Source: an optimization exercise on an open RTL-to-GDS flow (aim: small area). Production flows keep margins and buffers that such runs may drop. Function was checked by simulation only, so behaviour that the tests miss may differ from the original. Power figures rest on the tool's default switching activity, not on a simulated workload. No driver is modelled on the clock port, so clocking that relies on it looks cheaper here than on a real chip.

## iperf_stats_top
module iperf_stats_top (
  input  wire logic                                          ap_clk,
  input  wire logic                                          ap_rst_n,
  input  wire logic                                          ap_start,
  input  wire logic [iperf_stats_pkg::CYCLE_CNT_WIDTH-1:0]   time_in_cycles,
  input  wire logic                                          stat_load,
  input  wire logic [iperf_stats_pkg::CYCLE_CNT_WIDTH-1:0]   stat_load_value,
  input  wire logic                                          rx_data_valid,
  input  wire logic                                          rx_data_ready,
  input  wire logic [iperf_stats_pkg::KEEP_WIDTH-1:0]        rx_data_keep,
  input  wire logic                                          rx_data_last,
  input  wire logic                                          tx_data_valid,
  input  wire logic                                          tx_data_ready,
  input  wire logic [iperf_stats_pkg::KEEP_WIDTH-1:0]        tx_data_keep,
  input  wire logic                                          tx_data_last,
  input  wire logic                                          tx_meta_valid,
  input  wire logic                                          tx_meta_ready,
  input  wire logic                                          tx_status_valid,
  input  wire logic                                          tx_status_ready,
  input  wire logic [iperf_stats_pkg::TX_STATUS_WIDTH-1:0]   tx_status_data,
  input  wire logic                                          open_status_valid,
  input  wire logic                                          open_status_ready,
  input  wire logic [iperf_stats_pkg::OPEN_STATUS_WIDTH-1:0] open_status_data,
  input  wire logic                                          read_pkg_valid,
  input  wire logic                                          read_pkg_ready,
  input  wire logic [iperf_stats_pkg::READ_PKG_WIDTH-1:0]    read_pkg_data,
  output logic                                               running,
  output logic                                               ap_done,
  output logic                                               ap_idle,
  output logic [iperf_stats_pkg::CYCLE_CNT_WIDTH-1:0]        exec_cycles,
  output logic [iperf_stats_pkg::BYTE_CNT_WIDTH-1:0]         rx_bytes,
  output logic [iperf_stats_pkg::BYTE_CNT_WIDTH-1:0]         tx_bytes,
  output logic [iperf_stats_pkg::EVENT_CNT_WIDTH-1:0]        rx_pkts,
  output logic [iperf_stats_pkg::EVENT_CNT_WIDTH-1:0]        tx_pkts,
  output logic [iperf_stats_pkg::EVENT_CNT_WIDTH-1:0]        tx_cmds,
  output logic [iperf_stats_pkg::EVENT_CNT_WIDTH-1:0]        tx_stss,
  output logic [iperf_stats_pkg::EVENT_CNT_WIDTH-1:0]        tx_stss_good,
  output logic [iperf_stats_pkg::EVENT_CNT_WIDTH-1:0]        open_stss,
  output logic [iperf_stats_pkg::EVENT_CNT_WIDTH-1:0]        open_oks,
  output logic [iperf_stats_pkg::BYTE_CNT_WIDTH-1:0]         rd_req_total
);
clock: 4.0 ns
lec_check: 0
cap_margin: 5
core_area: 4 4 202 202
cts_buf_list: sky130_fd_sc_hd__clkbuf_16
cts_cluster_diameter: 100
cts_cluster_size: 30
die_area: 0 0 206 206
slew_margin: 5
standard.sh (not shown) runs the stock make flow with config.mk's settings and CLKGATE_MAP_FILE= SYNTH_SCRIPT=/design/flow/synth_recipe.tcl, a recipe that flattens the netlist after the stock synthesis.
==> flow/flow/run.sh <==
#!/bin/bash
# The standard layout with these changes:
#  - synthesis maps the logic with an area-oriented ABC script (flow/abc_area.script) and
#    leaves adders to ABC instead of first mapping them to the library's adder cells;
#    everything else in synthesis, including the registers, is the standard flow's own script
#  - the port buffers use the smallest buffer cell
#  - clock tree synthesis adds no dummy loads
set -euo pipefail
here=$(pwd)
export AREA_ABC_SCRIPT=$here/flow/abc_area.script
export FLOW_SYNTH_TCL=$here/synth_recipe.tcl
export BUFFER_PORTS_ARGS="-buffer_cell sky130_fd_sc_hd__buf_1"
export CTS_ARGS="-sink_clustering_enable -repair_clock_nets -sink_clustering_size 30 -sink_clustering_max_diameter 100 -buf_list sky130_fd_sc_hd__clkbuf_16 -dont_use_dummy_load"
sed "s#SYNTH_SCRIPT=[^ ]*#SYNTH_SCRIPT=$here/flow/synth_area.tcl ADDER_MAP_FILE=#" standard.sh > standard_area.sh
grep -q "SYNTH_SCRIPT=$here/flow/synth_area.tcl" standard_area.sh
bash standard_area.sh > standard_make.log 2>&1
==> flow/flow/abc_area.script <==
strash
&get -n
&st
&dch
&nf -R 1000
&st
&dch
&nf -R 1000
&put
topo
stime -c
==> flow/flow/synth_area.tcl <==
# The standard flow's synthesis (synth_recipe.tcl in the work folder), with an area-oriented ABC script
proc abc {args} {
  set i [lsearch -exact $args -script]
  if { $i >= 0 } {
    lset args [expr { $i + 1 }] $::env(AREA_ABC_SCRIPT)
  }
  yosys abc {*}$args
}
source $::env(FLOW_SYNTH_TCL)
The first run passed the timing, design-rule and antenna checks.
==> next run, changes <==
==> flow/flow/run.sh (replaced) <==
#!/bin/bash
# The standard layout with two changes:
#  - synthesis maps the logic with an area-oriented ABC script (flow/abc_area.script) and
#    leaves adders to ABC instead of first mapping them to the library's adder cells;
#    everything else in synthesis, including the registers, is the standard flow's own script
#  - the port buffers use the smallest buffer cell
set -euo pipefail
here=$(pwd)
export AREA_ABC_SCRIPT=$here/flow/abc_area.script
export FLOW_SYNTH_TCL=$here/synth_recipe.tcl
export BUFFER_PORTS_ARGS="-buffer_cell sky130_fd_sc_hd__buf_1"
sed "s#SYNTH_SCRIPT=[^ ]*#SYNTH_SCRIPT=$here/flow/synth_area.tcl ADDER_MAP_FILE=#" standard.sh > standard_area.sh
grep -q "SYNTH_SCRIPT=$here/flow/synth_area.tcl" standard_area.sh
bash standard_area.sh > standard_make.log 2>&1
==> flow/flow/abc_area.script (replaced) <==
strash
&get -n
&nf -a -R 1000
&put
topo
stime -c
Settings changed: CAP_MARGIN 5 to 20, CTS_CLUSTER_DIAMETER 100 to 80, CTS_CLUSTER_SIZE 30 to 25, SLEW_MARGIN 5 to 20.
Worst setup slack improved by 560 ps. Global-route usage fell by 0.35 points. Utilization came out higher by 3.0 points. Final cell count barely changes. Clock skew falls by 12 ps. Wire length drops by about 2%. Sequential share of layout area decreases by 1.9 points. Register-to-register slack improved by 560 ps. Maximum frequency grows by about 18%.
==> next run, changes <==
==> flow/flow/run.sh (replaced) <==
#!/bin/bash
# The standard layout with these changes:
#  - synthesis maps the logic with an area-oriented ABC script (flow/abc_area.script) and
#    leaves adders to ABC instead of first mapping them to the library's adder cells;
#    everything else in synthesis, including the registers, is the standard flow's own script
#  - the port buffers use the smallest buffer cell
#  - clock tree synthesis adds no dummy loads
set -euo pipefail
here=$(pwd)
export AREA_ABC_SCRIPT=$here/flow/abc_area.script
export FLOW_SYNTH_TCL=$here/synth_recipe.tcl
export BUFFER_PORTS_ARGS="-buffer_cell sky130_fd_sc_hd__buf_1"
export CTS_ARGS="-sink_clustering_enable -repair_clock_nets -sink_clustering_size 30 -sink_clustering_max_diameter 100 -buf_list sky130_fd_sc_hd__clkbuf_16 -dont_use_dummy_load -root_buf sky130_fd_sc_hd__clkbuf_8"
sed "s#SYNTH_SCRIPT=[^ ]*#SYNTH_SCRIPT=$here/flow/synth_area.tcl ADDER_MAP_FILE=#" standard.sh > standard_area.sh
grep -q "SYNTH_SCRIPT=$here/flow/synth_area.tcl" standard_area.sh
bash standard_area.sh > standard_make.log 2>&1
==> flow/flow/abc_area.script (replaced) <==
strash
&get -n
&st
&dch -x
&nf -R 1000
&st
&dch -x
&nf -R 1000
&put
topo
stime -c
Settings changed: CTS_BUF_LIST sky130_fd_sc_hd__clkbuf_16 to default, CTS_CLUSTER_DIAMETER 80 to default, CTS_CLUSTER_SIZE 25 to default.
Outcome:
- maximum frequency fell by 17%
- via count rose by 1.9%
- die area does not change
- clock power fell by about 30%
- combinational power barely changes
- global-route usage fell by 0.53 points

==> afterwards: timing with drivers on the ports <==
In the flow no input, the clock included, has a driving cell. The finished layouts below were timed again as built, in two steps. Step 1 (the two cells are an assumption about what drives the block):
set clk [get_ports {ap_clk}]
set_driving_cell -lib_cell sky130_fd_sc_hd__clkbuf_16 $clk
set_driving_cell -lib_cell sky130_fd_sc_hd__buf_2 [delete_from_list [all_inputs] $clk]
Step 2 moves the port delays by t, midway between the first and last clock arrival at a register: inputs arrive t later, outputs are due t later. That takes back most of the time a late clock gives input paths. Three values: ideal, step 1, step 2; two values: the first two.
| run | t (ns) | setup WS [ns] | pins driven straight from the clock port |
|---|---|---|---|
| the first run | 0.606 | 0.329 / 0.329 / 0.329 | 1 |
| the second run | 0.659 | 0.888 / 0.888 / 0.888 | 1 |
| the third run | 0.692 | 0.238 / 0.238 / 0.238 | 1 |
After both steps every run listed still meets setup and hold.
